This is an optimization exercise on Yosys and OpenROAD, whose aim is small area, a short achievable clock period and few clock cycles per item, not a production implementation. Function was checked by simulation only, so behaviour that the tests miss may differ from the original. Power is estimated from default activity; no workload was simulated.

Design window_conv_engine, start of the top module:
module window_conv_engine #(
   parameter int PIXEL_WIDTH = 8,
   parameter int WINDOW      = 3,
   parameter int COEF_WIDTH  = 8,
   parameter int SHIFT       = 0,
   parameter int OUT_WIDTH   = 8,
   localparam int NTAPS      = WINDOW * WINDOW,
   localparam int AW         = (NTAPS > 1) ? $clog2(NTAPS) : 1
) (
   input  logic                                           clk,
   input  logic                                           rst_n,
   input  logic                                           win_valid,
   input  logic [WINDOW-1:0][WINDOW-1:0][PIXEL_WIDTH-1:0] window,
   output logic                                           win_ready,
   input  logic                                           coef_we,
   input  logic [AW-1:0]                                  coef_addr,
   input  logic [COEF_WIDTH-1:0]                          coef_data,
   output logic                                           out_valid,
   output logic [OUT_WIDTH-1:0]                           out_pixel,
   input  logic                                           out_ready
);
Size in the first run: roughly 26000 um^2 of cells after synthesis.
==> flow/config.mk <==
export PLATFORM = sky130hd
export DESIGN_NAME = window_conv_engine
export DESIGN_NICKNAME = window_conv_engine
export VERILOG_FILES = /design/flow/design.v
export SDC_FILE = /design/flow/constraint.sdc
export NUM_CORES = 4
export LEC_CHECK = 0
export ABC_AREA = 0
export ABC_CLOCK_PERIOD_IN_PS = 2500
export CAP_MARGIN = 20
export CORE_MARGIN = 2
export CORE_UTILIZATION = 55
export SETUP_SLACK_MARGIN = 3.35
export SLEW_MARGIN = 20
export SYNTH_HIERARCHICAL = 1
export SYNTH_MINIMUM_KEEP_SIZE = 0
==> flow/constraint.sdc <==
create_clock -name core_clock -period 5.5 [get_ports {clk}]
set_input_delay 1.1000 -clock core_clock [delete_from_list [all_inputs] [get_ports {clk}]]
set_output_delay 1.1000 -clock core_clock [all_outputs]
set_load 0.01 [all_outputs]
standard.sh (not shown) runs the stock make flow with config.mk's settings and CLKGATE_MAP_FILE= SYNTH_SCRIPT=/design/flow/synth_recipe.tcl, a recipe that flattens the netlist after the stock synthesis.
==> flow/flow/run.sh <==
#!/bin/bash
# Layout flow: the standard synthesis and layout (standard.sh), unchanged except that the
# port buffers that global placement inserts on every input and output are buf_4 cells
# instead of the delay-type buffer ORFS picks by default.
set -euo pipefail
bash standard.sh synth > synth.log 2>&1
BUFFER_PORTS_ARGS="-buffer_cell sky130_fd_sc_hd__buf_4" bash standard.sh finish > layout.log 2>&1
Testbench counts at the start, summed over its fixed seeds: cycles 8,328, items 8,000.
Then changed:
--- a/flow/config.mk
+++ b/flow/config.mk
@@ -10,6 +10,6 @@
 export CAP_MARGIN = 20
 export CORE_MARGIN = 2
-export CORE_UTILIZATION = 55
-export SETUP_SLACK_MARGIN = 3.35
+export CORE_UTILIZATION = 65
+export SETUP_SLACK_MARGIN = 3.2
 export SLEW_MARGIN = 20
 export SYNTH_HIERARCHICAL = 1
Outcome: Global-route usage went up by 7.1 points; clock skew climbs by 0.0087 ns; combinational power stays flat.
Then changed:
--- a/flow/config.mk
+++ b/flow/config.mk
@@ -10,5 +10,6 @@
 export CAP_MARGIN = 20
 export CORE_MARGIN = 2
-export CORE_UTILIZATION = 65
+export CORE_UTILIZATION = 55
+export CTS_CLUSTER_SIZE = 50
 export SETUP_SLACK_MARGIN = 3.2
 export SLEW_MARGIN = 20
The new run passed the timing, design-rule and antenna checks.
Cell area stays flat.
Critical path depth shrinks by 4.
Routed wire length goes down by a few percent.
Synthesized area stays the same.
Non-clock buffer count falls by 15.
Then changed:
--- a/flow/config.mk
+++ b/flow/config.mk
@@ -11,7 +11,7 @@
 export CORE_MARGIN = 2
 export CORE_UTILIZATION = 55
-export CTS_CLUSTER_SIZE = 50
 export SETUP_SLACK_MARGIN = 3.2
 export SLEW_MARGIN = 20
 export SYNTH_HIERARCHICAL = 1
 export SYNTH_MINIMUM_KEEP_SIZE = 0
+export TNS_END_PERCENT = 40
After rerunning: The changed run ran to the end with no violations. Clock-buffer cell count increases by 6. Synthesized cell count does not change. Flip-flop and latch count does not change. Total power decreases by 2.4%. Worst setup slack degrades by 0.036 ns. First-iteration DRC count went down by 11%. Clock power came out lower by about 5%.

==> port drivers added, routing unchanged <==
Ports are ideal in the flow. The routed layouts listed here were re-timed in OpenROAD. Step 1 sets driving cells, clkbuf_16 on the clock port and buf_2 on the other inputs (assumed; they add their load-dependent delay and slew). Step 2 also shifts input and output timing later by t, the mid clock arrival at the registers, as if the neighbouring blocks saw the same clock. Three values: ideal ports, drivers, drivers and shift; two values: the first two.
| run | t (ns) | setup WS [ns] | hold slack, ns | clock arrival spread, ns |
|---|---|---|---|---|
| the first run | 0.665 | 3.175 / 3.175 / 2.588 | 0.326 / 0.316 / 0.326 | 0.023 / 0.022 |
| the second run | 0.655 | 3.138 / 3.138 / 2.533 | 0.328 / 0.328 / 0.328 | 0.032 / 0.032 |
| the third run | 0.659 | 3.209 / 3.195 / 2.578 | 0.327 / 0.327 / 0.327 | 0.038 / 0.038 |
| the fourth run | 0.651 | 3.173 / 3.173 / 2.564 | 0.325 / 0.325 / 0.325 | 0.025 / 0.025 |
After both steps every run listed still meets setup and hold. For the third run, which loses most, drivers alone change the setup slack by -0.014 ns; drivers and shift together by -0.631 ns.
